Source: an optimization exercise on an open RTL-to-GDS flow (aim: small area, a short achievable clock period and few clock cycles). Production flows keep margins and buffers that such runs may drop.
RTL that was checked went through simulation tests only; none was proved equivalent to the original.
No functional check of the RTL was part of runs 3 and 4.
Power is estimated from default activity; no workload was simulated.

<file path="flow/config.mk">
export PLATFORM = sky130hd
export DESIGN_NAME = rope_sim_top
export DESIGN_NICKNAME = rope_sim_top
export VERILOG_FILES = /design/flow/design.v
export SDC_FILE = /design/flow/constraint.sdc
export NUM_CORES = 4
export LEC_CHECK = 0
export CAP_MARGIN = 20
export CORE_MARGIN = 2
export CORE_UTILIZATION = 30
export SLEW_MARGIN = 20
</file>
<file path="flow/constraint.sdc">
create_clock -name core_clock -period 11.0 [get_ports {clk}]
set_input_delay 2.2000 -clock core_clock [delete_from_list [all_inputs] [get_ports {clk}]]
set_output_delay 2.2000 -clock core_clock [all_outputs]
set_load 0.01 [all_outputs]
</file>
<file path="flow/design.v">
package rope_pkg;
    typedef logic signed [31:0] fix_t;
    localparam logic [1:0] ALU_ADD = 2'd0;
    localparam logic [1:0] ALU_SUB = 2'd1;
    localparam logic [1:0] ALU_MUL = 2'd2;
    localparam logic CMD_STEP       = 1'b0;
    localparam logic CMD_SET_ANCHOR = 1'b1;
    localparam logic [2:0] ST_IDLE      = 3'd0;
    localparam logic [2:0] ST_VERLET    = 3'd1;
    localparam logic [2:0] ST_CONSTRAIN = 3'd2;
    localparam logic [2:0] ST_REPORT    = 3'd3;
    localparam logic [2:0] ST_DONE      = 3'd4;
endpackage
`timescale 1ns/10ps
module fixed_alu #(
    parameter logic [1:0] OP = rope_pkg::ALU_ADD
) (
    input  logic signed [31:0] a,
    input  logic signed [31:0] b,
    output logic signed [31:0] result
);
    generate
        if (OP == rope_pkg::ALU_MUL) begin : g_mul
            logic signed [63:0] a_wide;
            logic signed [63:0] b_wide;
            logic signed [63:0] product;
            assign a_wide = a;
            assign b_wide = b;
            assign product = a_wide * b_wide;
            assign result = product[47:16];
        end else if (OP == rope_pkg::ALU_SUB) begin : g_sub
            assign result = a - b;
        end else begin : g_add
            assign result = a + b;
        end
    endgenerate
endmodule
`timescale 1ns/10ps
module verlet_node #(
    parameter int node_id = 0
) (
    input  logic                             clk,
    input  logic                             reset,
    input  logic                             verlet_en,
    input  logic                             fix_en,
    input  logic [$clog2(8)-1:0]   fix_sel,
    input  logic signed [31:0]               fix_x,
    input  logic signed [31:0]               fix_y,
    output logic signed [31:0]               pos_x,
    output logic signed [31:0]               pos_y
);
    localparam int                  IDX_W  = $clog2(8);
    localparam logic signed [31:0]  INIT_Y = 32'(32'sh000A_0000 * node_id);
    logic signed [31:0] x;
    logic signed [31:0] y;
    logic signed [31:0] prev_x;
    logic signed [31:0] prev_y;
    logic signed [31:0] x_dbl;
    logic signed [31:0] y_dbl;
    logic signed [31:0] x_next;
    logic signed [31:0] y_verlet;
    logic signed [31:0] y_next;
    logic               selected;
    assign x_dbl = x <<< 1;
    assign y_dbl = y <<< 1;
    fixed_alu #(.OP(rope_pkg::ALU_SUB)) u_x_sub (.a(x_dbl), .b(prev_x), .result(x_next));
    fixed_alu #(.OP(rope_pkg::ALU_SUB)) u_y_sub (.a(y_dbl), .b(prev_y), .result(y_verlet));
    assign y_next = y_verlet + 32'sh0000_4CCC;
    assign selected = fix_en && (fix_sel == IDX_W'(node_id));
    always_ff @(posedge clk) begin
        if (reset) begin
            x      <= 32'sh00C8_0000;
            y      <= INIT_Y;
            prev_x <= 32'sh00C8_0000;
            prev_y <= INIT_Y;
        end else if (verlet_en) begin
            prev_x <= x;
            prev_y <= y;
            x      <= x_next;
            y      <= y_next;
        end else if (selected) begin
            x <= fix_x;
            y <= fix_y;
        end
    end
    assign pos_x = x;
    assign pos_y = y;
endmodule
`timescale 1ns/10ps
module constraint_solver (
    input  logic                                      clk,
    input  logic                                      reset,
    input  logic [8-1:0][31:0]              pos_x,
    input  logic [8-1:0][31:0]              pos_y,
    output logic                                      fix_en,
    output logic [$clog2(8)-1:0]            fix_sel,
    output logic signed [31:0]                        fix_x,
    output logic signed [31:0]                        fix_y,
    input  logic                                      solve_start,
    output logic                                      solve_done,
    input  logic signed [31:0]                        anchor_x,
    input  logic signed [31:0]                        anchor_y
);
    localparam int               IDX_W     = $clog2(8);
    localparam logic [IDX_W-1:0] LAST_NODE = IDX_W'(8 - 1);
    logic               busy;
    logic [IDX_W-1:0]   node_cnt;
    logic signed [31:0] prev_x;
    logic signed [31:0] prev_y;
    logic signed [31:0] dx;
    logic signed [31:0] dy;
    function automatic logic signed [31:0] clamp_axis(input logic signed [31:0] d);
        logic signed [31:0] lim;
        lim = 32'sh000A_0000;
        if (d > lim) begin
            clamp_axis = lim;
        end else if (d < -lim) begin
            clamp_axis = -lim;
        end else begin
            clamp_axis = d;
        end
    endfunction
    fixed_alu #(.OP(rope_pkg::ALU_SUB)) u_dx (.a(pos_x[node_cnt]), .b(prev_x), .result(dx));
    fixed_alu #(.OP(rope_pkg::ALU_SUB)) u_dy (.a(pos_y[node_cnt]), .b(prev_y), .result(dy));
    always_comb begin
        fix_en  = busy;
        fix_sel = node_cnt;
        if (node_cnt == '0) begin
            fix_x = anchor_x;
            fix_y = anchor_y;
        end else begin
            fix_x = prev_x + clamp_axis(dx);
            fix_y = prev_y + clamp_axis(dy);
        end
    end
    assign solve_done = busy && (node_cnt == LAST_NODE);
    always_ff @(posedge clk) begin
        if (reset) begin
            busy     <= 1'b0;
            node_cnt <= '0;
        end else if (busy) begin
            node_cnt <= node_cnt + 1'b1;
            if (node_cnt == LAST_NODE) begin
                busy     <= 1'b0;
                node_cnt <= '0;
            end
        end else if (solve_start) begin
            busy     <= 1'b1;
            node_cnt <= '0;
        end
    end
    always_ff @(posedge clk) begin
        if (busy) begin
            prev_x <= fix_x;
            prev_y <= fix_y;
        end
    end
endmodule
`timescale 1ns/10ps
module sim_controller (
    input  logic                            clk,
    input  logic                            reset,
    input  logic                            cmd_valid,
    input  logic                            cmd_op,
    input  logic signed [31:0]              cmd_x,
    input  logic signed [31:0]              cmd_y,
    output logic                            cmd_credit,
    output logic                            out_valid,
    output logic [$clog2(8)-1:0]  out_node,
    output logic signed [31:0]              out_x,
    output logic signed [31:0]              out_y,
    output logic                            out_last,
    input  logic                            out_credit,
    output logic                            verlet_en,
    input  logic [8-1:0][31:0]    pos_x,
    input  logic [8-1:0][31:0]    pos_y,
    output logic                            solve_start,
    input  logic                            solve_done,
    output logic signed [31:0]              anchor_x,
    output logic signed [31:0]              anchor_y
);
    localparam int               IDX_W     = $clog2(8);
    localparam int               CRD_W     = $clog2(4 + 1);
    localparam logic [IDX_W-1:0] LAST_NODE = IDX_W'(8 - 1);
    logic [2:0]       state;
    logic [IDX_W-1:0] rpt_idx;
    logic [CRD_W-1:0] out_cnt;
    assign verlet_en = (state == rope_pkg::ST_VERLET);
    assign out_valid = (state == rope_pkg::ST_REPORT) && (out_cnt != '0);
    assign out_last  = out_valid && (rpt_idx == LAST_NODE);
    assign out_node  = rpt_idx;
    assign out_x     = pos_x[rpt_idx];
    assign out_y     = pos_y[rpt_idx];
    assign cmd_credit = (state == rope_pkg::ST_DONE);
    always_ff @(posedge clk) begin
        if (reset) begin
            state       <= rope_pkg::ST_IDLE;
            solve_start <= 1'b0;
            rpt_idx     <= '0;
            anchor_x    <= 32'sh00C8_0000;
            anchor_y    <= '0;
        end else begin
            solve_start <= 1'b0;
            case (state)
                rope_pkg::ST_IDLE: begin
                    if (cmd_valid) begin
                        if (cmd_op == rope_pkg::CMD_SET_ANCHOR) begin
                            anchor_x <= cmd_x;
                            anchor_y <= cmd_y;
                            state    <= rope_pkg::ST_DONE;
                        end else begin
                            state <= rope_pkg::ST_VERLET;
                        end
                    end
                end
                rope_pkg::ST_VERLET: begin
                    solve_start <= 1'b1;
                    state       <= rope_pkg::ST_CONSTRAIN;
                end
                rope_pkg::ST_CONSTRAIN: begin
                    if (solve_done) begin
                        rpt_idx <= '0;
                        state   <= rope_pkg::ST_REPORT;
                    end
                end
                rope_pkg::ST_REPORT: begin
                    if (out_valid) begin
                        rpt_idx <= rpt_idx + 1'b1;
                        if (rpt_idx == LAST_NODE) begin
                            state <= rope_pkg::ST_DONE;
                        end
                    end
                end
                rope_pkg::ST_DONE: begin
                    state <= rope_pkg::ST_IDLE;
                end
                default: begin
                    state <= rope_pkg::ST_IDLE;
                end
            endcase
        end
    end
    always_ff @(posedge clk) begin
        if (reset) begin
            out_cnt <= CRD_W'(4);
        end else begin
            case ({out_valid, out_credit})
                2'b10: out_cnt <= out_cnt - 1'b1;
                2'b01: out_cnt <= out_cnt + 1'b1;
                default: out_cnt <= out_cnt;
            endcase
        end
    end
endmodule
`timescale 1ns/10ps
module rope_sim_top (
    input  logic                            clk,
    input  logic                            reset,
    input  logic                            cmd_valid,
    input  logic                            cmd_op,
    input  logic signed [31:0]              cmd_x,
    input  logic signed [31:0]              cmd_y,
    output logic                            cmd_credit,
    output logic                            out_valid,
    output logic [$clog2(8)-1:0]  out_node,
    output logic signed [31:0]              out_x,
    output logic signed [31:0]              out_y,
    output logic                            out_last,
    input  logic                            out_credit
);
    localparam int IDX_W = $clog2(8);
    logic solve_start;
    logic solve_done;
    logic signed [31:0] anchor_x;
    logic signed [31:0] anchor_y;
    logic                            verlet_en;
    logic                            fix_en;
    logic [IDX_W-1:0]                fix_sel;
    logic signed [31:0]              fix_x;
    logic signed [31:0]              fix_y;
    logic [8-1:0][31:0]    pos_x;
    logic [8-1:0][31:0]    pos_y;
    sim_controller u_ctrl (
        .clk         (clk),
        .reset       (reset),
        .cmd_valid   (cmd_valid),
        .cmd_op      (cmd_op),
        .cmd_x       (cmd_x),
        .cmd_y       (cmd_y),
        .cmd_credit  (cmd_credit),
        .out_valid   (out_valid),
        .out_node    (out_node),
        .out_x       (out_x),
        .out_y       (out_y),
        .out_last    (out_last),
        .out_credit  (out_credit),
        .verlet_en   (verlet_en),
        .pos_x       (pos_x),
        .pos_y       (pos_y),
        .solve_start (solve_start),
        .solve_done  (solve_done),
        .anchor_x    (anchor_x),
        .anchor_y    (anchor_y)
    );
    constraint_solver u_solver (
        .clk         (clk),
        .reset       (reset),
        .pos_x       (pos_x),
        .pos_y       (pos_y),
        .fix_en      (fix_en),
        .fix_sel     (fix_sel),
        .fix_x       (fix_x),
        .fix_y       (fix_y),
        .solve_start (solve_start),
        .solve_done  (solve_done),
        .anchor_x    (anchor_x),
        .anchor_y    (anchor_y)
    );
    for (genvar i = 0; i < 8; i++) begin : g_node
        verlet_node #(.node_id(i)) u_node (
            .clk       (clk),
            .reset     (reset),
            .verlet_en (verlet_en),
            .fix_en    (fix_en),
            .fix_sel   (fix_sel),
            .fix_x     (fix_x),
            .fix_y     (fix_y),
            .pos_x     (pos_x[i]),
            .pos_y     (pos_y[i])
        );
    end
endmodule
</file>
<file path="flow/run.sh">
#!/bin/bash
# synth_recipe.tcl (not shown) runs the flow's synth.tcl, then flattens the netlist and writes it again
# the make line also repeats each setting of config.mk as NAME=value (left out here)
make -C /OpenROAD-flow-scripts/flow DESIGN_CONFIG=/design/flow/config.mk WORK_HOME=/design/flow/orfs CLKGATE_MAP_FILE= SYNTH_SCRIPT=/design/flow/synth_recipe.tcl finish
</file>
==> results of run 1 <==
## worst max path at each step
stage,endpoint,from,slack [ns],cells after the start
CTS,g_node[3].u_node.y[28]$_SDFFE_PP0P_,u_solver.node_cnt[0]$_SDFFE_PP0P_,0.32,36
floorplan,g_node[3].u_node.y[28]$_SDFFE_PP0P_,u_solver.node_cnt[0]$_SDFFE_PP0P_,1.57,42
global placement,g_node[3].u_node.y[28]$_SDFFE_PP0P_,u_solver.node_cnt[0]$_SDFFE_PP0P_,0.40,36
detailed placement,g_node[3].u_node.y[28]$_SDFFE_PP0P_,u_solver.node_cnt[0]$_SDFFE_PP0P_,0.43,36
finish,g_node[5].u_node.x[30]$_SDFFE_PP0P_,u_solver.node_cnt[0]$_SDFFE_PP0P_,0.72,37
global route,g_node[5].u_node.x[19]$_SDFFE_PP1P_,u_solver.node_cnt[0]$_SDFFE_PP0P_,0.009,35
## registers in the layout (all words and copies together), names as in the netlist, 3 cells and up
| signal | cells |
|---|---|
| g_node.u_node.prev_x | 256 |
| g_node.u_node.prev_y | 256 |
| g_node.u_node.x | 256 |
| g_node.u_node.y | 256 |
| u_ctrl.anchor_x | 32 |
| u_ctrl.anchor_y | 32 |
| u_ctrl.out_cnt | 3 |
| u_ctrl.rpt_idx | 3 |
| u_ctrl.state | 3 |
| u_solver.node_cnt | 3 |
| u_solver.prev_x | 32 |
| u_solver.prev_y | 32 |
## cells in the final DEF (no fill, tap or decap), types with 89 or more instances in the layout
cell type           n
ha_1              855
clkdlybuf4s50_1   137
nand3_1           110
nand2b_1           89
dfxtp_1          1095
nor3_1            163
xnor2_1           336
a211oi_1          244
inv_1             848
clkbuf_16         157
a21oi_1          1249
o211ai_1          108
o21ai_0           373
nor2b_1            89
mux4_2            256
a311oi_1           94
nand2_1          1824
xor2_1            155
nor2_1            886
a21o_1            238
buf_4             118
## power breakdown
part           total [W]  internal, W  switching (W)
Sequential       0.00630      0.00513        0.00117
Combinational     0.0190      0.00745         0.0116
Clock            0.00509      0.00300        0.00210
## metrics by stage
step | power (W) | setup WS (ns) | cell area, um2 | util
final | 0.0304 | 0.715 | 95200 | 0.338
after global routing | 0.0324 | 0.00919 | 95200 | 0.338
after CTS | 0.0301 | 0.315 | 95200 | 0.337
after detailed placement | 0.0249 | 0.427 | 90200 | 0.320
after global placement | 0.0249 | 0.405 | 90200 | 0.320
after floorplan | 0.0193 | 1.57 | 85000 | -
## worst min-delay path, cell delays in order (launching register included)
cell	delay [ns]
dfxtp_1	0.31
nand2_1	0.05
a21oi_1	0.05
## logic make-up (layout without fill, tap and decap cells)
| group | Yosys count | in the layout | synth area share |
|---|---|---|---|
| AND/OR/NAND/NOR | 3502 | 3502 | 0.176 |
| AO/OA/AOI/OAI | 2942 | 2942 | 0.217 |
| buffers and inverters | 1407 | 1386 | 0.0625 |
| flip-flops | 1166 | 1166 | 0.282 |
| adder cells (fa/ha/maj) | 876 | 876 | 0.131 |
| XOR/XNOR | 492 | 492 | 0.0508 |
| multiplexers | 361 | 361 | 0.0812 |
| other | 0 | 5 | 0 |
## layer usage
| metal | track usage | wire, um | vias to the layer above |
|---|---|---|---|
| met3 | 0.0396 | 27000 | 525 |
| li1 | - | - | 37700 |
| met1 | 0.305 | 146000 | 37500 |
| met4 | 0.0767 | 12600 | 14 |
| met2 | 0.314 | 131000 | 2958 |
| met5 | 0 | 83 | - |
## timing repair
action                     4_1_cts  5_1_grt
hold endpoints to repair         0        0
setup buffers                    0        0
gates resized for setup          0        7
setup endpoints to repair        0       60
hold buffers                     0        0
## synth_stat cells, types with 23 or more instances
library cell	n	share of area
nand2_1	1835	0.081
a21oi_1	1251	0.074
dfxtp_1	1102	0.26
nor2_1	889	0.039
ha_1	855	0.13
inv_1	848	0.037
clkbuf_1	467	0.021
o21ai_0	375	0.022
xnor2_1	336	0.035
mux4_2	256	0.068
a211oi_1	246	0.022
a21o_1	238	0.021
nor3_1	165	0.0097
xor2_1	155	0.016
nand3_1	111	0.0065
o211ai_1	108	0.0095
a311oi_1	94	0.0097
nor2b_1	90	0.0066
nand2b_1	89	0.0066
o21a_1	79	0.0070
buf_1	77	0.0034
o21bai_1	70	0.0062
mux2_2	69	0.0091
a31oi_1	66	0.0049
edfxtp_1	64	0.023
or3_1	58	0.0043
o22ai_1	52	0.0038
and3_1	50	0.0037
nand4_1	39	0.0029
o31ai_1	39	0.0034
mux2i_1	36	0.0042
and2_1	34	0.0025
a221oi_1	33	0.0034
a21boi_0	30	0.0026
or2_2	29	0.0021
a22oi_1	28	0.0025
o311ai_0	24	0.0025
a211o_1	23	0.0024
## cell type report
cell class                      instances  area, um2
Fill cell                           29600     187000
Multi-Input combinational cell       8173      55900
Sequential cell                      1166      24000
Tap cell                             3743       4680
Clock buffer                          229       4550
Inverter                              853       3200
Timing Repair Buffer                  266       2470
Clock inverter                         38        399
Antenna cell                            5       12.5
==> metrics.cfg, run 1 <==
[synth]
ys_warn_count=10
synth_top_flop_cell=dfxtp_1
async_flop_share=0
ys_ff_latch=1166
ys_types=99
syn_area_mm2=0.0850
syn-num-nets=11700
synth_area_per_cell_um2=7.91
ys_seq_area_frac=0.282
synth_edf_count=64
syn-instance-count=10700

[clock_network]
clk_latency_ns=0.85
htreeDepth=4
tritoncts=built
cts_buffer_depth=4
numCtsBuffers=151
cts_sinks=1166
cts_root_buf=clkbuf_16
clk_pin_slew_ns=0.06

[min_path]
hp-class=reg2reg
holdPathEnd=g_node[0].u_node.prev_x[29]$_SDFFE_PP0P_
min_from=g_node[0].u_node.prev_x[29]$_SDFFE_PP0P_
min_path_cells=2

[timing]
fmax_mhz=97.2
rsz0062_at_grt=false
worstMarginPinSlew_ns=1.11
fin_setup_tns_ns=0
period_share=0.935
relSlewSlack=0.258
period_minus_slack_ns=10.28
final_max_slew_viol_count=0
setup_violations=0
hold_slack_ns=0.452
finalHoldViolCount=0
fin_skew_ns=0.0645

[die]
die_area_mm2=0.288
die_width_um=536
rows=195
die_y_um=536
start_util=0.301
core_area_mm2=0.282
io_pins=139

[drt]
drc=0
vias=78700
drt-initial-drc-count=8467
routedWlPerCell_um=21.9
vias_per_cell=5.44
drt-total-wl_um=317000
drtAntennaViolNets=0
first_pass_iters=6

[critical_path]
regToRegEndpoint=g_node[5].u_node.x[30]$_SDFFE_PP0P_
max_stage_delay_ns=0.60
arrival_ns=10.95
cp_slowest_cell=ha_1
startpoint_type=flip-flop
path_buf_inv=3
crit_type=reg2reg
critical-path-top-delay-family=compound AO/OA/AOI/OAI gates
crit_top_cell=ha_1
timing.rr.start=u_solver.node_cnt[0]$_SDFFE_PP0P_
crit_path_end_kind=flip-flop
critPathMaxFanout=67
r2r_setup_slack_ns=0.72
reg2reg_depth=37
required_ns=11.67

[global_routing]
antenna_found_initial=21
grt_max_degree=185
grt_pass1_vias=72000
grt_use_total=0.213
grt_pass1_wl_um=470000
overflow=0

[layout]
area_growth_syn_to_layout_pct=12.0
drive_gt1_frac=0.0755
layout.cells.non_filler=14500
finish.net_count=11600

[flow_run]
maxCapViolations=0

[placed_design]
dp_cells=14200
place_hpwl_um=231000
gp_congestion=0.933
port_buffers=138

[power]
powerDensity_mw_per_mm2=320
p_leak_nw=36.4
peakVddDrop_uv=194

[outcome]
status=no timing/DRC/antenna violations

Testbench counts, summed over its fixed seeds: cycles 32,928.
==> run 2: changes to the inputs <==
--- a/flow/design.v
+++ b/flow/design.v
@@ -269,64 +269,144 @@
     input  logic                            out_credit
 );
-    localparam int IDX_W = $clog2(8);
-    logic solve_start;
-    logic solve_done;
-    logic signed [31:0] anchor_x;
-    logic signed [31:0] anchor_y;
-    logic                            verlet_en;
-    logic                            fix_en;
-    logic [IDX_W-1:0]                fix_sel;
-    logic signed [31:0]              fix_x;
-    logic signed [31:0]              fix_y;
-    logic [8-1:0][31:0]    pos_x;
-    logic [8-1:0][31:0]    pos_y;
-    sim_controller u_ctrl (
-        .clk         (clk),
-        .reset       (reset),
-        .cmd_valid   (cmd_valid),
-        .cmd_op      (cmd_op),
-        .cmd_x       (cmd_x),
-        .cmd_y       (cmd_y),
-        .cmd_credit  (cmd_credit),
-        .out_valid   (out_valid),
-        .out_node    (out_node),
-        .out_x       (out_x),
-        .out_y       (out_y),
-        .out_last    (out_last),
-        .out_credit  (out_credit),
-        .verlet_en   (verlet_en),
-        .pos_x       (pos_x),
-        .pos_y       (pos_y),
-        .solve_start (solve_start),
-        .solve_done  (solve_done),
-        .anchor_x    (anchor_x),
-        .anchor_y    (anchor_y)
-    );
-    constraint_solver u_solver (
-        .clk         (clk),
-        .reset       (reset),
-        .pos_x       (pos_x),
-        .pos_y       (pos_y),
-        .fix_en      (fix_en),
-        .fix_sel     (fix_sel),
-        .fix_x       (fix_x),
-        .fix_y       (fix_y),
-        .solve_start (solve_start),
-        .solve_done  (solve_done),
-        .anchor_x    (anchor_x),
-        .anchor_y    (anchor_y)
-    );
-    for (genvar i = 0; i < 8; i++) begin : g_node
-        verlet_node #(.node_id(i)) u_node (
-            .clk       (clk),
-            .reset     (reset),
-            .verlet_en (verlet_en),
-            .fix_en    (fix_en),
-            .fix_sel   (fix_sel),
-            .fix_x     (fix_x),
-            .fix_y     (fix_y),
-            .pos_x     (pos_x[i]),
-            .pos_y     (pos_y[i])
-        );
+    localparam logic [31:0] REST   = 32'sh000A_0000;
+    localparam logic [31:0] GRAV   = 32'sh0000_4CCC;
+    localparam logic [31:0] BASE_X = 32'sh00C8_0000;
+    logic [2:0]  ph;         
+    logic        act;        
+    logic        pend;       
+    logic [2:0]  nn;         
+    logic        fresh;      
+    logic        stp_r;      
+    logic        anc_r;      
+    logic [2:0]  crd;        
+    logic        v_l;        
+    logic        l0;         
+    logic        v_o;        
+    logic        issue;
+    logic        done7;
+    assign issue = act && (ph == nn) && (crd > {2'b00, v_l} + {2'b00, v_o});
+    assign done7 = issue && (nn == 3'd7);
+    always_ff @(posedge clk) begin
+        if (reset) begin
+            ph    <= '0;
+            act   <= 1'b0;
+            pend  <= 1'b0;
+            nn    <= '0;
+            fresh <= 1'b1;
+            stp_r <= 1'b0;
+            anc_r <= 1'b0;
+            crd   <= 3'(4);
+            v_l   <= 1'b0;
+            l0    <= 1'b0;
+            v_o   <= 1'b0;
+        end else begin
+            ph    <= ph + 3'd1;
+            stp_r <= cmd_valid && !cmd_op;
+            anc_r <= cmd_valid && cmd_op;
+            crd   <= crd - {2'b00, v_o} + {2'b00, out_credit};
+            v_l   <= issue;
+            l0    <= issue && (nn == 3'd0);
+            v_o   <= v_l;
+            if (issue) begin
+                nn <= nn + 3'd1;
+            end
+            if (done7) begin
+                fresh <= 1'b0;
+            end
+            if (!act) begin
+                act <= stp_r;
+            end else if (done7) begin
+                act  <= pend || stp_r;
+                pend <= 1'b0;
+            end else if (stp_r) begin
+                pend <= 1'b1;
+            end
+        end
     end
+    assign cmd_credit = anc_r || (issue && (nn == 3'd0));
+    logic [31:0] ax, ay;
+    always_ff @(posedge clk) begin
+        if (reset) begin
+            ax <= BASE_X;
+            ay <= '0;
+        end else if (cmd_valid && cmd_op) begin
+            ax <= cmd_x;
+            ay <= cmd_y;
+        end
+    end
+    logic [31:0] rx  [8];
+    logic [31:0] rpx [8];
+    logic [31:0] ry  [8];
+    logic [31:0] rpy [8];
+    logic [31:0] xh, pxh, yh, pyh;      
+    logic [31:0] y_init;
+    always_comb begin
+        case (ph)
+            3'd1:    y_init = 32'h000A_0000;
+            3'd2:    y_init = 32'h0014_0000;
+            3'd3:    y_init = 32'h001E_0000;
+            3'd4:    y_init = 32'h0028_0000;
+            3'd5:    y_init = 32'h0032_0000;
+            3'd6:    y_init = 32'h003C_0000;
+            3'd7:    y_init = 32'h0046_0000;
+            default: y_init = 32'h0000_0000;
+        endcase
+    end
+    assign xh  = fresh ? BASE_X : rx[0];
+    assign pxh = fresh ? BASE_X : rpx[0];
+    assign yh  = fresh ? y_init : ry[0];
+    assign pyh = fresh ? y_init : rpy[0];
+    logic [31:0] nx, ny;
+    always_ff @(posedge clk) begin
+        if (ph == 3'd0) begin
+            nx <= ax;
+            ny <= ay;
+        end else begin
+            nx <= (xh << 1) - pxh;
+            ny <= (yh << 1) - pyh + GRAV;
+        end
+    end
+    logic [31:0] fx, fy;
+    function automatic logic [1:0] clamp_sel(input logic [31:0] n, input logic [31:0] f);
+        logic [31:0] d0, d1, d2;
+        d0 = n + ~f + 32'd1;
+        d1 = n + ~f - REST;
+        d2 = n + ~f + 32'd1 + REST;
+        clamp_sel = {!d0[31] && !d1[31], d0[31] && d2[31]};
+    endfunction
+    logic [1:0] sx, sy;
+    assign sx = clamp_sel(nx, fx);
+    assign sy = clamp_sel(ny, fy);
+    always_ff @(posedge clk) begin
+        if (v_l) begin
+            if (l0) begin
+                fx <= nx;
+                fy <= ny;
+            end else begin
+                fx <= sx[1] ? fx + REST : (sx[0] ? fx - REST : nx);
+                fy <= sy[1] ? fy + REST : (sy[0] ? fy - REST : ny);
+            end
+        end
+    end
+    always_ff @(posedge clk) begin
+        for (int k = 0; k < 7; k++) begin
+            rx[k]  <= rx[k+1];
+            ry[k]  <= ry[k+1];
+            rpx[k] <= rpx[k+1];
+            rpy[k] <= rpy[k+1];
+        end
+        rpx[7] <= issue ? xh : rpx[0];
+        rpy[7] <= issue ? yh : rpy[0];
+        rx[7]  <= rx[0];
+        ry[7]  <= ry[0];
+        if (v_o) begin
+            rx[5] <= fx;
+            ry[5] <= fy;
+        end
+    end
+    assign out_valid = v_o;
+    assign out_node  = ph - 3'd2;
+    assign out_last  = v_o && (ph == 3'd1);
+    assign out_x     = fx;
+    assign out_y     = fy;
 endmodule
==> run 2 against run 1 <==
  * Worst setup slack better by 4.1 ns
  * Critical path depth is 31 lower
  * Power is 68% lower
  * Global-route usage is 8.1 points lower
  * Die area is 54% lower
  * Via count is 70% lower
  * Count of clock-buffer cells in the layout is 69 lower
  * First-iteration DRC count is 81% lower
  * Wire length is 72% lower
  * Synthesized cell count is 69% lower
  * Critical path type is now reg2out
  * Largest power group is now sequential cells
==> metrics.cfg, run 2 <==
[global_routing]
overflow=0  ; unchanged
grt_pass1_wl_um=134000  ; was 470000 um
grt_use_total=0.132  ; was 0.213
met1_usage=0.183  ; was 0.305
grt_max_degree=66  ; was 185
use_met2=0.202  ; was 0.314
grt_pass1_vias=23200  ; was 72000
grt_util_met3=0.0299  ; was 0.0396
grt-busiest-layer=met2  ; unchanged
antenna_found_initial=4  ; was 21

[clock_network]
cts_setup_buffers=0  ; unchanged
tritoncts=built  ; unchanged
hold_buffers=0  ; unchanged
cts_sinks=1233  ; was 1166
cts_resized=0  ; unchanged
clk_pin_slew_ns=0.06  ; about the same
cts_root_buf=clkbuf_16  ; unchanged
numCtsBuffers=112  ; was 151
htreeDepth=3  ; was 4
clk_latency_ns=0.72  ; was 0.85 ns
cts_buffer_depth=3  ; was 4

[power]
p_clk_frac=0.404  ; was 0.167
p_leak_nw=18.4  ; was 36.4 nW
power_frac_comb=0.097  ; was 0.625
p_switching_w=0.00233  ; was 0.0149 W
peakVddDrop_uv=137  ; was 194 uV
swShare=0.243  ; was 0.488
powerDensity_mw_per_mm2=211  ; was 320 mW/mm2
p_int_w=0.00728  ; was 0.0156 W
power_frac_seq=0.499  ; was 0.207

[synth]
synth_top_cell_area_share=0.605  ; was 0.260
synth_area_per_cell_um2=11.7  ; was 7.91 um2
synth.area.top_cells=dfxtp_1 (60%), ha_1 (5.5%), edfxtp_1 (5.0%), mux2_2 (3.5%), nand2_1 (3.1%)  ; was dfxtp_1 (26%), ha_1 (13%), nand2_1 (8.1%), a21oi_1 (7.4%), mux4_2 (6.8%)
ys_warn_count=5  ; was 10
synth_edf_count=64  ; unchanged
syn-instance-count=3299  ; was 10700
async_flop_share=0  ; unchanged
ys_seq_area_frac=0.654  ; was 0.282
ys_ff_latch=1233  ; was 1166
ys_types=89  ; was 99
synth.most_common_cell=dfxtp_1  ; was nand2_1
syn-num-nets=3543  ; was 11700
syn_area_mm2=0.0387  ; was 0.0850 mm2
synth_common_cells=dfxtp_1 (1169), nand2_1 (319), a21oi_1 (206), ha_1 (170), inv_1 (151)  ; was nand2_1 (1835), a21oi_1 (1251), dfxtp_1 (1102), nor2_1 (889), ha_1 (855)
synth_top_flop_cell=dfxtp_1  ; unchanged
synth_top_area_cell=dfxtp_1  ; unchanged

[timing]
setup_violations=0  ; unchanged
worstMarginPinSlew_ns=1.04  ; was 1.11 ns
final_max_slew_viol_count=0  ; unchanged
finalHoldViolCount=0  ; unchanged
period_minus_slack_ns=6.21  ; was 10.28 ns
period_share=0.565  ; was 0.935
fin_skew_ns=0.0556  ; was 0.0645 ns
rsz0062_at_grt=false  ; unchanged
relSlewSlack=0.291  ; was 0.258
fin_setup_tns_ns=0  ; unchanged
fmax_mhz=161  ; was 97.2 MHz

[layout]
layout.cells.non_filler=5211  ; was 14500
drive_gt1_frac=0.101  ; was 0.0755
final_common_cell=dfxtp_1  ; was nand2_1
area_growth_syn_to_layout_pct=18.0  ; was 12.0%
fillCellCount=12600  ; was 29600
final_cell_mix=dfxtp_1 (1166), nand2_1 (317), a21oi_1 (206)  ; was nand2_1 (1824), a21oi_1 (1249), dfxtp_1 (1095)
finish.net_count=3698  ; was 11600

[drt]
vias=23500  ; was 78700
first_pass_iters=6  ; unchanged
routedWlPerCell_um=16.8  ; was 21.9 um
drtAntennaViolNets=0  ; unchanged
drt-total-wl_um=87700  ; was 317000 um
drc=0  ; unchanged
vias_per_cell=4.50  ; was 5.44
drt-initial-drc-count=1622  ; was 8467

[min_path]
hp-class=reg2reg  ; unchanged
min_from=rpy[1][31]$_DFF_P_  ; was g_node[0].u_node.prev_x[29]$_SDFFE_PP0P_
min_path_cells=0  ; was 2
holdPathEnd=rpy[0][31]$_DFF_P_  ; was g_node[0].u_node.prev_x[29]$_SDFFE_PP0P_

[flow_run]
maxCapViolations=0  ; unchanged

[placed_design]
port_buffers=138  ; unchanged
dp_cells=5002  ; was 14200
place_hpwl_um=61600  ; was 231000 um
gp_congestion=0.873  ; was 0.933

[critical_path]
cp_slowest_cell=dfxtp_2  ; was ha_1
crit_chain=ha_1 > ha_1 > a21oi_1 > o2111ai_4 > o21bai_1 > clkdlybuf4s50_1
crit_path_end_kind=output port  ; was flip-flop
regToRegEndpoint=fx[17]$_DFFE_PP_  ; was g_node[5].u_node.x[30]$_SDFFE_PP0P_
max_stage_delay_ns=1.03  ; was 0.60 ns
timing.rr.start=fx[5]$_DFFE_PP_  ; was u_solver.node_cnt[0]$_SDFFE_PP0P_
crit_type=reg2out  ; was reg2reg
required_ns=8.80  ; was 11.67 ns
crit_top_cell=ha_1  ; unchanged
critPathMaxFanout=34  ; was 67
r2r_setup_slack_ns=5.34  ; was 0.72 ns
reg2reg_depth=15  ; was 37
arrival_ns=4.01  ; was 10.95 ns
startpoint_type=flip-flop  ; unchanged

[outcome]
status=no timing/DRC/antenna violations  ; unchanged

[die]
die_y_um=363  ; was 536 um
rows=131  ; was 195
io_pins=139  ; unchanged
start_util=0.303  ; was 0.301
die_area_mm2=0.132  ; was 0.288 mm2
die_width_um=363  ; was 536 um
core_area_mm2=0.128  ; was 0.282 mm2

run 2: cell types whose count changed after synthesis, moves of 91 or more:
cell	previous run	this run
a21o_1	238	45
o21ai_0	375	102
a311oi_1	94	3
a21oi_1	1251	206
xnor2_1	336	54
a211oi_1	246	14
xor2_1	155	44
nand2_1	1835	319
ha_1	855	170
nor3_1	165	45
clkbuf_1	467	92
inv_1	848	151
nor2_1	889	134
mux4_2	256	0
run 2: worst max path at each step:
| stage | startpoint | endpoint | cells past startpoint |
|---|---|---|---|
| finish | v_l$_SDFF_PP0_ | cmd_credit | 6 |
| global route | v_l$_SDFF_PP0_ | cmd_credit | 8 |
| CTS | v_l$_SDFF_PP0_ | cmd_credit | 6 |
| detailed placement | fx[5]$_DFFE_PP_ | fx[17]$_DFFE_PP_ | 15 |
| global placement | fx[5]$_DFFE_PP_ | fx[17]$_DFFE_PP_ | 15 |
| floorplan | v_l$_SDFF_PP0_ | cmd_credit | 9 |
run 2: critical path, delay by kind of cell, from the launching register on:
| kind | cells | cell delay, ns |
|---|---|---|
| compound gates | 3 | 0.95 |
| fa+ha+maj | 2 | 0.66 |
| buf+inv | 1 | 0.66 |
| flops | 1 | 1.03 |
run 2: power by group through the flow:
stage                     logic (W)  clock network [W]  registers [W]
after floorplan            0.000687                  0        0.00485
after detailed placement   0.000914                  0        0.00490
after global placement     0.000916                  0        0.00489
after CTS                  0.000922            0.00399        0.00480
final                      0.000929            0.00388        0.00480
after global routing        0.00102            0.00418        0.00482
run 2: area by class of cell:
type,count,area [um2],area share
tap,1662,2080,0.0456
multi-input combinational,1802,12400,0.271
timing repair buffer,152,1480,0.0325
clock inverter,47,533,0.0117
inverter,153,574,0.0126
antenna,2,5.00,0.000110
clock buffer,160,3270,0.0716
sequential,1233,25300,0.555
run 2: layer usage:
| layer | share of wire | wire length, um | vias up |
|---|---|---|---|
| met3 | 0.059 | 5180 | 140 |
| met2 | 0.43 | 37600 | 588 |
| met1 | 0.49 | 42700 | 11100 |
| li1 | - | - | 11700 |
| met5 | 0 | 0 | - |
| met4 | 0.025 | 2230 | 0 |
run 2: logic make-up after synthesis:
| logic type | count (synthesis) | share of synthesized area |
|---|---|---|
| flops | 1233 | 0.654 |
| fa+ha+maj | 175 | 0.0576 |
| mux | 125 | 0.0362 |
| simple gates | 793 | 0.0993 |
| xor+xnor | 98 | 0.0222 |
| compound gates | 611 | 0.103 |
| buf+inv | 264 | 0.0269 |
run 2: through the flow:
step / hold WS [ns] / total power (W) / setup slack, ns / utilization / cell area (um2)
2_1_floorplan: 0.310 / 0.00554 / 6.18 / - / 38700
3_3_place_gp: 0.310 / 0.00581 / 5.51 / 0.327 / 41800
3_5_place_dp: 0.312 / 0.00581 / 5.45 / 0.327 / 41800
4_1_cts: 0.274 / 0.00971 / 4.75 / 0.357 / 45600
5_1_grt: 0.287 / 0.0100 / 4.60 / 0.357 / 45600
6_report: 0.282 / 0.00961 / 4.79 / 0.357 / 45600
Testbench counts of run 2, summed over its fixed seeds: cycles 13,040.
==> run 3: changes to the inputs <==
--- a/flow/design.v
+++ b/flow/design.v
@@ -278,34 +278,40 @@
     logic        fresh;      
     logic        stp_r;      
-    logic        anc_r;      
-    logic [2:0]  crd;        
+    logic [2:0]  cc;         
     logic        v_l;        
     logic        l0;         
     logic        v_o;        
+    logic        crd_o;      
+    logic [2:0]  node_o;     
+    logic        last_o;
     logic        issue;
     logic        done7;
-    assign issue = act && (ph == nn) && (crd > {2'b00, v_l} + {2'b00, v_o});
+    assign issue = act && (ph == nn) && (cc != 3'd0);
     assign done7 = issue && (nn == 3'd7);
     always_ff @(posedge clk) begin
         if (reset) begin
-            ph    <= '0;
-            act   <= 1'b0;
-            pend  <= 1'b0;
-            nn    <= '0;
-            fresh <= 1'b1;
-            stp_r <= 1'b0;
-            anc_r <= 1'b0;
-            crd   <= 3'(4);
-            v_l   <= 1'b0;
-            l0    <= 1'b0;
-            v_o   <= 1'b0;
+            ph     <= '0;
+            act    <= 1'b0;
+            pend   <= 1'b0;
+            nn     <= '0;
+            fresh  <= 1'b1;
+            stp_r  <= 1'b0;
+            cc     <= 3'(4);
+            v_l    <= 1'b0;
+            l0     <= 1'b0;
+            v_o    <= 1'b0;
+            crd_o  <= 1'b0;
+            node_o <= '0;
+            last_o <= 1'b0;
         end else begin
-            ph    <= ph + 3'd1;
-            stp_r <= cmd_valid && !cmd_op;
-            anc_r <= cmd_valid && cmd_op;
-            crd   <= crd - {2'b00, v_o} + {2'b00, out_credit};
-            v_l   <= issue;
-            l0    <= issue && (nn == 3'd0);
-            v_o   <= v_l;
+            ph     <= ph + 3'd1;
+            stp_r  <= cmd_valid && !cmd_op;
+            cc     <= cc - {2'b00, issue} + {2'b00, out_credit};
+            v_l    <= issue;
+            l0     <= issue && (nn == 3'd0);
+            v_o    <= v_l;
+            node_o <= ph - 3'd1;
+            last_o <= v_l && (ph == 3'd0);
+            crd_o  <= (cmd_valid && cmd_op) || (issue && (nn == 3'd0));
             if (issue) begin
                 nn <= nn + 3'd1;
@@ -324,5 +330,5 @@
         end
     end
-    assign cmd_credit = anc_r || (issue && (nn == 3'd0));
+    assign cmd_credit = crd_o;
     logic [31:0] ax, ay;
     always_ff @(posedge clk) begin
@@ -335,55 +341,79 @@
         end
     end
-    logic [31:0] rx  [8];
-    logic [31:0] rpx [8];
-    logic [31:0] ry  [8];
-    logic [31:0] rpy [8];
-    logic [31:0] xh, pxh, yh, pyh;      
-    logic [31:0] y_init;
+    localparam int W = 21;
+    logic [W-1:0] rax [8];
+    logic [W-1:0] rbx [8];
+    logic [W-1:0] ray [8];
+    logic [W-1:0] rby [8];
+    logic [W-1:0] axh, bxh, ayh, byh;   
+    logic [W-1:0] x_init, y_init;
     always_comb begin
         case (ph)
-            3'd1:    y_init = 32'h000A_0000;
-            3'd2:    y_init = 32'h0014_0000;
-            3'd3:    y_init = 32'h001E_0000;
-            3'd4:    y_init = 32'h0028_0000;
-            3'd5:    y_init = 32'h0032_0000;
-            3'd6:    y_init = 32'h003C_0000;
-            3'd7:    y_init = 32'h0046_0000;
-            default: y_init = 32'h0000_0000;
+            3'd0:    begin x_init = 21'(BASE_X >> 21); y_init = 21'(REST >> 21); end
+            3'd1:    begin x_init = BASE_X[20:0];      y_init = REST[20:0];      end
+            default: begin x_init = '0;                y_init = REST[20:0];      end
         endcase
     end
-    assign xh  = fresh ? BASE_X : rx[0];
-    assign pxh = fresh ? BASE_X : rpx[0];
-    assign yh  = fresh ? y_init : ry[0];
-    assign pyh = fresh ? y_init : rpy[0];
+    assign axh = fresh ? x_init : rax[0];
+    assign bxh = fresh ? x_init : rbx[0];
+    assign ayh = fresh ? y_init : ray[0];
+    assign byh = fresh ? y_init : rby[0];
+    function automatic logic [31:0] widen(input logic [2:0] p, input logic [W-1:0] v);
+        if (p == 3'd0) begin
+            widen = {v[10:0], 21'd0};
+        end else if (p == 3'd1) begin
+            widen = {11'd0, v};
+        end else begin
+            widen = {{(32-W){v[W-1]}}, v};
+        end
+    endfunction
     logic [31:0] nx, ny;
+    logic [31:0] nx_base, ny_base;
+    assign nx_base = (ph == 3'd0) ? 32'd0 : nx;
+    assign ny_base = (ph == 3'd0) ? 32'd0 : ny;
     always_ff @(posedge clk) begin
-        if (ph == 3'd0) begin
-            nx <= ax;
-            ny <= ay;
-        end else begin
-            nx <= (xh << 1) - pxh;
-            ny <= (yh << 1) - pyh + GRAV;
+        if (issue) begin
+            nx <= nx_base + (widen(ph, axh) << 1) - widen(ph, bxh);
+            ny <= ny_base + (widen(ph, ayh) << 1) - widen(ph, byh) + ((ph == 3'd1) ? GRAV : 32'd0);
         end
     end
     logic [31:0] fx, fy;
+    logic        l1;        
     function automatic logic [1:0] clamp_sel(input logic [31:0] n, input logic [31:0] f);
-        logic [31:0] d0, d1, d2;
-        d0 = n + ~f + 32'd1;
+        logic [31:0] d1, d2;
+        logic [31:0] d0;
+        d0 = n - f;
         d1 = n + ~f - REST;
         d2 = n + ~f + 32'd1 + REST;
         clamp_sel = {!d0[31] && !d1[31], d0[31] && d2[31]};
     endfunction
-    logic [1:0] sx, sy;
+    logic [1:0]  sx, sy;
+    logic [31:0] dx, dy;
+    logic [31:0] fx_n, fy_n;    
+    logic [W-1:0] cx, cy;       
     assign sx = clamp_sel(nx, fx);
     assign sy = clamp_sel(ny, fy);
+    assign dx = nx - fx;
+    assign dy = ny - fy;
+    always_comb begin
+        fx_n = sx[1] ? fx + REST : (sx[0] ? fx - REST : nx);
+        fy_n = sy[1] ? fy + REST : (sy[0] ? fy - REST : ny);
+        if (l1) begin
+            cx = fx_n[W-1:0];
+            cy = fy_n[W-1:0];
+        end else begin
+            cx = sx[1] ? REST[W-1:0] : (sx[0] ? W'(-REST) : dx[W-1:0]);
+            cy = sy[1] ? REST[W-1:0] : (sy[0] ? W'(-REST) : dy[W-1:0]);
+        end
+    end
     always_ff @(posedge clk) begin
+        l1 <= issue && (nn == 3'd1);
         if (v_l) begin
             if (l0) begin
-                fx <= nx;
-                fy <= ny;
+                fx <= ax;
+                fy <= ay;
             end else begin
-                fx <= sx[1] ? fx + REST : (sx[0] ? fx - REST : nx);
-                fy <= sy[1] ? fy + REST : (sy[0] ? fy - REST : ny);
+                fx <= fx_n;
+                fy <= fy_n;
             end
         end
@@ -391,21 +421,25 @@
     always_ff @(posedge clk) begin
         for (int k = 0; k < 7; k++) begin
-            rx[k]  <= rx[k+1];
-            ry[k]  <= ry[k+1];
-            rpx[k] <= rpx[k+1];
-            rpy[k] <= rpy[k+1];
-        end
-        rpx[7] <= issue ? xh : rpx[0];
-        rpy[7] <= issue ? yh : rpy[0];
-        rx[7]  <= rx[0];
-        ry[7]  <= ry[0];
-        if (v_o) begin
-            rx[5] <= fx;
-            ry[5] <= fy;
+            rax[k] <= rax[k+1];
+            ray[k] <= ray[k+1];
+            rbx[k] <= rbx[k+1];
+            rby[k] <= rby[k+1];
+        end
+        rbx[7] <= issue ? axh : rbx[0];
+        rby[7] <= issue ? ayh : rby[0];
+        rax[7] <= rax[0];
+        ray[7] <= ray[0];
+        if (v_l && !l0) begin
+            rax[6] <= cx;
+            ray[6] <= cy;
+        end
+        if (v_l && l1) begin
+            rax[5] <= W'(fx_n[31:W]);
+            ray[5] <= W'(fy_n[31:W]);
         end
     end
     assign out_valid = v_o;
-    assign out_node  = ph - 3'd2;
-    assign out_last  = v_o && (ph == 3'd1);
+    assign out_node  = node_o;
+    assign out_last  = last_o;
     assign out_x     = fx;
     assign out_y     = fy;
--- a/flow/config.mk
+++ b/flow/config.mk
@@ -6,6 +6,8 @@
 export NUM_CORES = 4
 export LEC_CHECK = 0
+export ABC_CLOCK_PERIOD_IN_PS = 4000
 export CAP_MARGIN = 20
 export CORE_MARGIN = 2
-export CORE_UTILIZATION = 30
+export CORE_UTILIZATION = 55
+export SETUP_SLACK_MARGIN = 5
 export SLEW_MARGIN = 20
==> run 3 against run 2 <==
  * Non-clock buffer count up 15
  * Combinational power is 71% higher
  * Worst setup slack gained 0.47 ns
  * Highest routed layer unchanged
  * Clock skew decreased by 0.026 ns
  * Wire length increased by 16%
  * Synthesized area shrank 6.1%
  * Count of clock-buffer cells in the layout is 29 lower
  * Maximum frequency rose by 8.1%
  * Power is 13% lower
  * Critical path type is now reg2reg
  * Global-route usage rose by 16 points
  * Synthesized cell count rose by 7.8%
==> metrics.cfg, run 3 <==
[outcome]
status=no timing/DRC/antenna violations  ; unchanged

[critical_path]
crit_top_cell=inv_1  ; was ha_1
startpoint_type=flip-flop  ; unchanged
arrival_ns=6.14  ; was 4.01 ns
path_buf_inv=6  ; was 1
max_stage_delay_ns=0.55  ; was 1.03 ns
worst-path-stages=27  ; was 6
cp_slowest_cell=fa_1  ; was dfxtp_2
required_ns=11.39  ; was 8.80 ns
reg2reg_depth=27  ; was 15
crit_type=reg2reg  ; was reg2out
critPathMaxFanout=17  ; was 34
crit_path_end_kind=flip-flop  ; was output port
critical-path-top-delay-family=compound AO/OA/AOI/OAI gates  ; was flip-flops

[layout]
drive_gt1_frac=0.0830  ; was 0.101
finalInstanceArea_mm2=0.0414  ; was 0.0456 mm2
fillCellCount=5327  ; was 12600
finish.net_count=3945  ; was 3698
final_cell_mix=dfxtp_1 (754), nand2_1 (496), a21oi_1 (235)  ; was dfxtp_1 (1166), nand2_1 (317), a21oi_1 (206)
final_common_cell=dfxtp_1  ; unchanged
area_growth_syn_to_layout_pct=14.0  ; was 18.0%

[drt]
drt-total-wl_um=102000  ; was 87700 um
drc=0  ; unchanged
wl_met3_um=4720  ; was 5180 um
vias_per_cell=5.75  ; was 4.50
top_layer_used=met4  ; unchanged
vias=26300  ; was 23500
drt-initial-drc-count=1977  ; was 1622
met2_length_um=49000  ; was 37600 um
routedWlPerCell_um=22.3  ; was 16.8 um
first_pass_iters=8  ; was 6
drtAntennaViolNets=0  ; unchanged
wl_met1_um=41200  ; was 42700 um

[global_routing]
grt_use_total=0.296  ; was 0.132
antenna_found_initial=1  ; was 4
grt_pass1_vias=26300  ; was 23200
overflow=0  ; unchanged
grt_pass1_wl_um=154000  ; was 134000 um
grt_max_degree=88  ; was 66

[synth]
synth_compound_area_frac=0.140  ; was 0.103
synthXorXnorAreaFrac=0.0407  ; was 0.0222
ys_ff_latch=885  ; was 1233
synth_common_cells=dfxtp_1 (757), nand2_1 (498), a21oi_1 (237), inv_1 (227), o21ai_0 (177)  ; was dfxtp_1 (1169), nand2_1 (319), a21oi_1 (206), ha_1 (170), inv_1 (151)
syn-num-nets=3860  ; was 3543
ys_types=102  ; was 89
muxShareOfSynthArea=0.0301  ; was 0.0362
synth_edf_count=128  ; was 64
synth_area_per_cell_um2=10.2  ; was 11.7 um2
synthAdderAreaFrac=0.0965  ; was 0.0576
synth_top_cell_area_share=0.417  ; was 0.605
ys_warn_count=5  ; unchanged
syn_area_mm2=0.0363  ; was 0.0387 mm2
syn-instance-count=3555  ; was 3299
synth_top_area_cell=dfxtp_1  ; unchanged
synth_top_family_by_area=compound AO/OA/AOI/OAI gates  ; unchanged
synth.most_common_cell=dfxtp_1  ; unchanged
synthSimpleGateAreaFrac=0.125  ; was 0.0993
async_flop_share=0  ; unchanged
synth.area.top_cells=dfxtp_1 (42%), edfxtp_1 (11%), ha_1 (5.6%), nand2_1 (5.1%), fa_1 (4.1%)  ; was dfxtp_1 (60%), ha_1 (5.5%), edfxtp_1 (5.0%), mux2_2 (3.5%), nand2_1 (3.1%)
ys_seq_area_frac=0.523  ; was 0.654
synth_top_flop_cell=dfxtp_1  ; unchanged

[timing]
setup_violations=0  ; unchanged
fmax_mhz=174  ; was 161 MHz
rsz0062_at_grt=false  ; unchanged
period_share=0.522  ; was 0.565
finalHoldViolCount=0  ; unchanged
final_max_slew_viol_count=0  ; unchanged
worstMarginPinSlew_ns=1.10  ; was 1.04 ns
fin_setup_tns_ns=0  ; unchanged
fin_skew_ns=0.0293  ; was 0.0556 ns
period_minus_slack_ns=5.74  ; was 6.21 ns
relSlewSlack=0.270  ; was 0.291

[power]
p_int_w=0.00597  ; was 0.00728 W
power_frac_seq=0.444  ; was 0.499
power_frac_comb=0.191  ; was 0.097
swShare=0.284  ; was 0.243
powerDensity_mw_per_mm2=201  ; was 211 mW/mm2
p_clk_frac=0.365  ; was 0.404
p_leak_nw=16.8  ; was 18.4 nW
peakVddDrop_uv=158  ; was 137 uV
p_switching_w=0.00236  ; was 0.00233 W

[clock_network]
numCtsBuffers=85  ; was 112
htreeDepth=3  ; unchanged
cts_sinks=885  ; was 1233
tritoncts=built  ; unchanged
clk_pin_slew_ns=0.07  ; was 0.06 ns
cts_buffer_depth=3  ; unchanged
clk_latency_ns=0.66  ; was 0.72 ns
cts_root_buf=clkbuf_16  ; unchanged

[die]
core_area_mm2=0.0656  ; was 0.128 mm2
die_area_mm2=0.0681  ; was 0.132 mm2
die_y_um=261  ; was 363 um
rows=94  ; was 131
die_width_um=261  ; was 363 um
io_pins=139  ; unchanged
start_util=0.554  ; was 0.303

[min_path]
min_path_cells=0  ; unchanged
hp-class=reg2reg  ; unchanged

[placed_design]
port_buffers=138  ; unchanged
place_hpwl_um=74000  ; was 61600 um
gp_congestion=0.956  ; was 0.873
place_area_mm2=0.0382  ; was 0.0418 mm2

[flow_run]
maxCapViolations=0  ; unchanged

==> run 3: changes by cell type in the layout (fill, tap and decap cells not counted), sizes merged, moves of 21 or more <==
| cell | before | now |
|---|---|---|
| inv | 162 | 243 |
| nor2b | 64 | 15 |
| dfxtp | 1169 | 757 |
| fa | 5 | 74 |
| mux2i | 5 | 26 |
| clkbuf | 160 | 133 |
| and2 | 23 | 47 |
| nand2 | 320 | 499 |
| mux2 | 120 | 70 |
| edfxtp | 64 | 128 |
| o21ai | 106 | 212 |
| a21oi | 206 | 243 |
| xnor2 | 54 | 112 |
==> run 3: what timing repair did <==
item | 4_1_cts | 5_1_grt
hold buffers | 0 | 0
resized for setup | 7 | 22
endpoints found under the setup margin | 8 | 44
hold endpoints to repair | 0 | 0
pin swaps | 0 | 5
setup buffers | 0 | 8
gates cloned | 0 | 2
==> run 3: per-stage QoR <==
step	util	hold WS, ns	setup slack, ns	std cells	total power (W)
6_report	0.631	0.313	5.26	4577	0.00833
3_3_place_gp	0.583	0.309	4.67	4407	0.00527
2_1_floorplan	-	0.310	5.26	3555	0.00484
3_5_place_dp	0.583	0.312	4.41	4407	0.00530
5_1_grt	0.631	0.314	5.00	4577	0.00867
4_1_cts	0.629	0.306	5.00	4566	0.00835
==> run 3: path summary, 6_finish.rpt <==
path                             start  slack, ns           endpoint
hold reg to reg      rbx[2][4]$_DFF_P_       0.31  rbx[1][4]$_DFF_P_
hold / removal       rbx[2][4]$_DFF_P_       0.31  rbx[1][4]$_DFF_P_
setup reg to reg  node_o[0]$_SDFF_PP0_       5.26   ny[28]$_DFFE_PP_
setup / recovery  node_o[0]$_SDFF_PP0_       5.26   ny[28]$_DFFE_PP_
==> run 3: kinds of logic (layout without fill, tap and decap cells) <==
kind of cell	after synthesis	in the layout
buffers and inverters	399	556
XOR/XNOR	168	168
AND/OR/NAND/NOR	980	980
multiplexers	96	96
adder cells (fa/ha/maj)	236	236
AO/OA/AOI/OAI	791	791
other	0	1
flip-flops	885	885
==> run 3: cell type report <==
class / instances / area, um2 / area share
Sequential cell: 885 / 19000 / 0.459
Multi-Input combinational cell: 2271 / 15800 / 0.382
Clock buffer: 131 / 2660 / 0.0642
Timing Repair Buffer: 167 / 1650 / 0.0399
Tap cell: 864 / 1080 / 0.0261
Inverter: 230 / 867 / 0.0209
Clock inverter: 28 / 334 / 0.00806
Antenna cell: 1 / 2.50 / 0.0000604
==> run 3: power by group through the flow <==
stage	logic (W)	registers (W)	clock network [W]
2_1_floorplan	0.00115	0.00369	0
3_3_place_gp	0.00150	0.00376	0
3_5_place_dp	0.00153	0.00377	0
4_1_cts	0.00155	0.00370	0.00309
5_1_grt	0.00175	0.00371	0.00320
6_report	0.00159	0.00370	0.00304
==> run 3: per-layer routing <==
layer  track usage  vias up
met5             0        -
met4         0.179        0
met3        0.0361      255
met2         0.506      855
met1         0.360    12800
li1              -    12400
==> run 4: changes to the inputs <==
--- a/flow/design.v
+++ b/flow/design.v
@@ -359,8 +359,18 @@
     assign ayh = fresh ? y_init : ray[0];
     assign byh = fresh ? y_init : rby[0];
-    function automatic logic [31:0] widen(input logic [2:0] p, input logic [W-1:0] v);
-        if (p == 3'd0) begin
+    logic p0, p1;            
+    always_ff @(posedge clk) begin
+        if (reset) begin
+            p0 <= 1'b1;
+            p1 <= 1'b0;
+        end else begin
+            p0 <= (ph == 3'd7);
+            p1 <= (ph == 3'd0);
+        end
+    end
+    function automatic logic [31:0] widen(input logic q0, input logic q1, input logic [W-1:0] v);
+        if (q0) begin
             widen = {v[10:0], 21'd0};
-        end else if (p == 3'd1) begin
+        end else if (q1) begin
             widen = {11'd0, v};
         end else begin
@@ -368,23 +378,33 @@
         end
     endfunction
+    function automatic logic [31:0] acc3(input logic [31:0] base, input logic [31:0] a2,
+                                         input logic [31:0] nb);
+        logic [31:0] s, c;
+        s = base ^ a2 ^ nb;
+        c = (base & a2) | (base & nb) | (a2 & nb);
+        acc3 = s + {c[30:0], 1'b1};
+    endfunction
     logic [31:0] nx, ny;
-    logic [31:0] nx_base, ny_base;
-    assign nx_base = (ph == 3'd0) ? 32'd0 : nx;
-    assign ny_base = (ph == 3'd0) ? 32'd0 : ny;
     always_ff @(posedge clk) begin
         if (issue) begin
-            nx <= nx_base + (widen(ph, axh) << 1) - widen(ph, bxh);
-            ny <= ny_base + (widen(ph, ayh) << 1) - widen(ph, byh) + ((ph == 3'd1) ? GRAV : 32'd0);
+            nx <= acc3(p0 ? 32'd0 : nx, widen(p0, p1, axh) << 1, ~widen(p0, p1, bxh));
+            ny <= acc3(p0 ? GRAV  : ny, widen(p0, p1, ayh) << 1, ~widen(p0, p1, byh));
         end
     end
     logic [31:0] fx, fy;
     logic        l1;        
+    function automatic logic sgn(input logic [31:0] n, input logic [31:0] f, input logic [31:0] k);
+        logic [31:0] s, c, t;
+        s = n ^ ~f ^ k;
+        c = (n & ~f) | (n & k) | (~f & k);
+        t = s + {c[30:0], 1'b1};
+        sgn = t[31];
+    endfunction
     function automatic logic [1:0] clamp_sel(input logic [31:0] n, input logic [31:0] f);
-        logic [31:0] d1, d2;
-        logic [31:0] d0;
-        d0 = n - f;
-        d1 = n + ~f - REST;
-        d2 = n + ~f + 32'd1 + REST;
-        clamp_sel = {!d0[31] && !d1[31], d0[31] && d2[31]};
+        logic s0, s1, s2;
+        s0 = sgn(n, f, 32'd0);
+        s1 = sgn(n, f, 32'd0 - REST - 32'd1);
+        s2 = sgn(n, f, REST);
+        clamp_sel = {!s0 && !s1, s0 && s2};
     endfunction
     logic [1:0]  sx, sy;
@@ -400,6 +420,6 @@
         fy_n = sy[1] ? fy + REST : (sy[0] ? fy - REST : ny);
         if (l1) begin
-            cx = fx_n[W-1:0];
-            cy = fy_n[W-1:0];
+            cx = sx[1] ? (fx[W-1:0] + REST[W-1:0]) : (sx[0] ? (fx[W-1:0] - REST[W-1:0]) : nx[W-1:0]);
+            cy = sy[1] ? (fy[W-1:0] + REST[W-1:0]) : (sy[0] ? (fy[W-1:0] - REST[W-1:0]) : ny[W-1:0]);
         end else begin
             cx = sx[1] ? REST[W-1:0] : (sx[0] ? W'(-REST) : dx[W-1:0]);
==> run 4 against run 3 <==
  * Count of clock-buffer cells in the layout shrank 5
  * Synthesized cell count increased by 6.3%
  * Non-clock buffer count decreased by 5
  * Sequential power up 1%
  * Power is 8.4% lower
  * Maximum frequency is 1.8% higher
  * Clock skew is 0.0019 ns lower
  * First-iteration DRC count shrank 5.3%
  * Combinational power decreased by 39%
  * Cell area grew 4.3%
  * Critical endpoint is now nx[31]$_DFFE_PP_
  * Largest cell class unchanged
  * Largest power group unchanged
==> metrics.cfg, run 4 <==
[die]
die_width_um=267  ; was 261 um
core_area_mm2=0.0687  ; was 0.0656 mm2
rows=96  ; was 94
die_area_mm2=0.0715  ; was 0.0681 mm2
die_y_um=267  ; was 261 um
start_util=0.556  ; was 0.554
io_pins=139  ; unchanged

[timing]
period_share=0.513  ; was 0.522
worstMarginPinSlew_ns=1.06  ; was 1.10 ns
rsz0062_at_grt=false  ; unchanged
fin_setup_tns_ns=0  ; unchanged
period_minus_slack_ns=5.64  ; was 5.74 ns
final_max_slew_viol_count=0  ; unchanged
finalHoldViolCount=0  ; unchanged
fmax_mhz=177  ; was 174 MHz
setup_violations=0  ; unchanged
postLayoutSetupSlackWorst_ns=5.36  ; was 5.26 ns
fin_skew_ns=0.0274  ; was 0.0293 ns
relSlewSlack=0.292  ; was 0.270

[placed_design]
gp_congestion=0.918  ; was 0.956
dp_cells=4732  ; was 4407
place_hpwl_um=79700  ; was 74000 um
place_area_mm2=0.0404  ; was 0.0382 mm2
pre_cts_ws_ns=5.14  ; was 4.41 ns
port_buffers=138  ; unchanged

[critical_path]
critPathMaxFanout=65  ; was 17
crit_type=reg2reg  ; unchanged
reg2reg_depth=17  ; was 27
required_ns=11.39  ; about the same
path_buf_inv=3  ; was 6
startpoint_type=flip-flop  ; unchanged
crit_start=p0$_SDFF_PP1_  ; was node_o[0]$_SDFF_PP0_
r2r_setup_slack_ns=5.36  ; was 5.26 ns
timing.rr.start=p0$_SDFF_PP1_  ; was node_o[0]$_SDFF_PP0_
max_stage_delay_ns=0.52  ; was 0.55 ns
crit_top_cell=a21oi_1  ; was inv_1
crit_path_end_kind=flip-flop  ; unchanged
crit_chain=buf_6 > nor2_4 > buf_4 > nand2_1 > fa_1 > inv_1 > ha_1 > and3_1 > a221oi_1 > o21ai_0 > o21a_1 > a21oi_1 > a21oi_1 > a31o_2 > a2111oi_0 > nor3_1 > xnor2_1
critical-path-top-delay-family=compound AO/OA/AOI/OAI gates  ; unchanged
cp_slowest_cell=fa_1  ; unchanged
arrival_ns=6.03  ; was 6.14 ns
regToRegEndpoint=nx[31]$_DFFE_PP_  ; was ny[28]$_DFFE_PP_

[clock_network]
cts_sinks=887  ; was 885
numCtsBuffers=84  ; was 85
htreeDepth=3  ; unchanged
cts_setup_buffers=0  ; unchanged
hold_buffers=0  ; unchanged
cts_resized=0  ; was 7
clk_pin_slew_ns=0.07  ; about the same
cts_buffer_depth=3  ; unchanged
cts_root_buf=clkbuf_16  ; unchanged
tritoncts=built  ; unchanged
clk_latency_ns=0.64  ; was 0.66 ns

[layout]
finalInstanceArea_mm2=0.0432  ; was 0.0414 mm2
final_common_cell=dfxtp_1  ; unchanged
n_antenna_cell=0  ; was 1
area_growth_syn_to_layout_pct=13.2  ; was 14.0%
layout.cells.non_filler=4888  ; was 4577
finish.net_count=4387  ; was 3945
drive_gt1_frac=0.0594  ; was 0.0830
final_cell_mix=dfxtp_1 (754), nand2_1 (481), inv_1 (391)  ; was dfxtp_1 (754), nand2_1 (496), a21oi_1 (235)

[synth]
synth_top_area_cell=dfxtp_1  ; unchanged
ys_types=92  ; was 102
async_flop_share=0  ; unchanged
synth.most_common_cell=dfxtp_1  ; unchanged
synth_top_flop_cell=dfxtp_1  ; unchanged
synth_area_per_cell_um2=10.1  ; was 10.2 um2
ys_warn_count=5  ; unchanged
synth_common_cells=dfxtp_1 (759), nand2_1 (483), inv_1 (391), ha_1 (329), a21oi_1 (220)  ; was dfxtp_1 (757), nand2_1 (498), a21oi_1 (237), inv_1 (227), o21ai_0 (177)
syn-instance-count=3779  ; was 3555
ys_ff_latch=887  ; was 885
syn-num-nets=4278  ; was 3860
ys_seq_area_frac=0.499  ; was 0.523
synth.area.top_cells=dfxtp_1 (40%), ha_1 (11%), edfxtp_1 (10%), fa_1 (5.3%), nand2_1 (4.7%)  ; was dfxtp_1 (42%), edfxtp_1 (11%), ha_1 (5.6%), nand2_1 (5.1%), fa_1 (4.1%)
synth_edf_count=128  ; unchanged
syn_area_mm2=0.0382  ; was 0.0363 mm2
synth_top_cell_area_share=0.398  ; was 0.417

[drt]
routedWlPerCell_um=22.0  ; was 22.3 um
drc=0  ; unchanged
drt-initial-drc-count=1872  ; was 1977
first_pass_iters=6  ; was 8
vias=27200  ; was 26300
vias_per_cell=5.57  ; was 5.75
drt-total-wl_um=108000  ; was 102000 um
drtAntennaViolNets=0  ; unchanged

[power]
p_leak_nw=18.1  ; was 16.8 nW
powerDensity_mw_per_mm2=177  ; was 201 mW/mm2
peakVddDrop_uv=169  ; was 158 uV

[global_routing]
antenna_found_initial=1  ; unchanged
overflow=0  ; unchanged
grt_pass1_wl_um=162000  ; was 154000 um
grt_pass1_vias=27500  ; was 26300
grt_max_degree=89  ; was 88
grt_use_total=0.302  ; was 0.296

[min_path]
min_path_cells=0  ; unchanged
min_from=ray[4][18]$_DFF_P_  ; was rbx[2][4]$_DFF_P_
holdPathEnd=ray[3][18]$_DFF_P_  ; was rbx[1][4]$_DFF_P_
hp-class=reg2reg  ; unchanged

[outcome]
status=no timing/DRC/antenna violations  ; unchanged

[flow_run]
maxCapViolations=0  ; unchanged

## run 4: changes by cell type after synthesis, sizes merged, moves of 23 or more
| cell | delta |
|---|---|
| mux2 | -57 |
| nand3 | +31 |
| fa | +27 |
| buf | -31 |
| o21ai | -36 |
| ha | +167 |
| a31oi | +25 |
| inv | +165 |
| o31ai | +34 |
| nor2 | +28 |
| xor2 | -39 |
| a21oi | -23 |
| and3 | -38 |
## run 4: how the worst max path moves through the flow
stage / to / slack (ns) / depth (start not counted)
after floorplan: fy[0]$_DFFE_PP_ / 6.01 / 15
after global placement: nx[31]$_DFFE_PP_ / 5.37 / 17
after detailed placement: nx[31]$_DFFE_PP_ / 5.14 / 17
after CTS: nx[31]$_DFFE_PP_ / 5.13 / 17
after global routing: nx[31]$_DFFE_PP_ / 5.04 / 17
final: nx[31]$_DFFE_PP_ / 5.36 / 17
## run 4: final cells by class
| class | instances | area, um2 |
|---|---|---|
| Fill cell | 5657 | 25500 |
| Sequential cell | 887 | 19000 |
| Multi-Input combinational cell | 2360 | 17200 |
| Clock buffer | 126 | 2530 |
| Timing Repair Buffer | 162 | 1560 |
| Inverter | 393 | 1480 |
| Tap cell | 931 | 1160 |
| Clock inverter | 29 | 288 |
## run 4: layer usage
layer  global-route usage  part of all wire
met5                    0                 0
met4                0.180             0.067
met3               0.0378             0.043
met2                0.532              0.50
met1                0.350              0.39
## run 4: logic make-up after synthesis
| logic type | count (synthesis) | share of synthesized area |
|---|---|---|
| compound gates | 765 | 0.129 |
| xor+xnor | 112 | 0.0257 |
| fa+ha+maj | 430 | 0.161 |
| buf+inv | 533 | 0.0536 |
| flops | 887 | 0.499 |
| mux | 21 | 0.00603 |
| simple gates | 1031 | 0.126 |
## run 4: through the flow
stage               power (W)  utilization  hold slack, ns
floorplan             0.00440            -           0.310
global placement      0.00476        0.588           0.310
detailed placement    0.00477        0.588           0.312
CTS                   0.00768        0.629           0.314
global route          0.00792        0.629           0.321
finish                0.00763        0.629           0.311
## run 4: where the power goes
part,switching (W),leakage (nW),internal [W]
clock,0.00128,1.39,0.00162
combinational,0.000588,9.36,0.000386
sequential,0.000166,7.35,0.00358
total,0.00204,18.1,0.00559

[static timing again, ports no longer ideal]
In the flow no input, the clock included, has a driving cell. The finished layouts below were timed again as built, in two steps.
Step 1: set_driving_cell puts a clkbuf_16 on clk and a buf_2 on each other input, an assumption about the parent block.
Step 2 moves the port delays by t, midway between the first and last clock arrival at a register: inputs arrive t later, outputs are due t later. That takes back most of the time a late clock gives input paths.
Three values: ideal, step 1, step 2; two values: the first two.
run | t (ns) | slack for setup (ns) | clock arrival spread, ns | worst data-port slew with drivers (ns)
run 1 | 0.918 | 0.715 / 0.715 / 0.715 | 0.064 / 0.065 | 0.09
run 2 | 0.760 | 4.787 / 4.716 / 5.336 | 0.060 / 0.060 | 0.07
run 3 | 0.708 | 5.255 / 5.255 / 5.255 | 0.033 / 0.033 | 0.08
run 4 | 0.699 | 5.357 / 5.357 / 5.357 | 0.036 / 0.037 | 0.06
After both steps setup and hold are still met in every run listed.
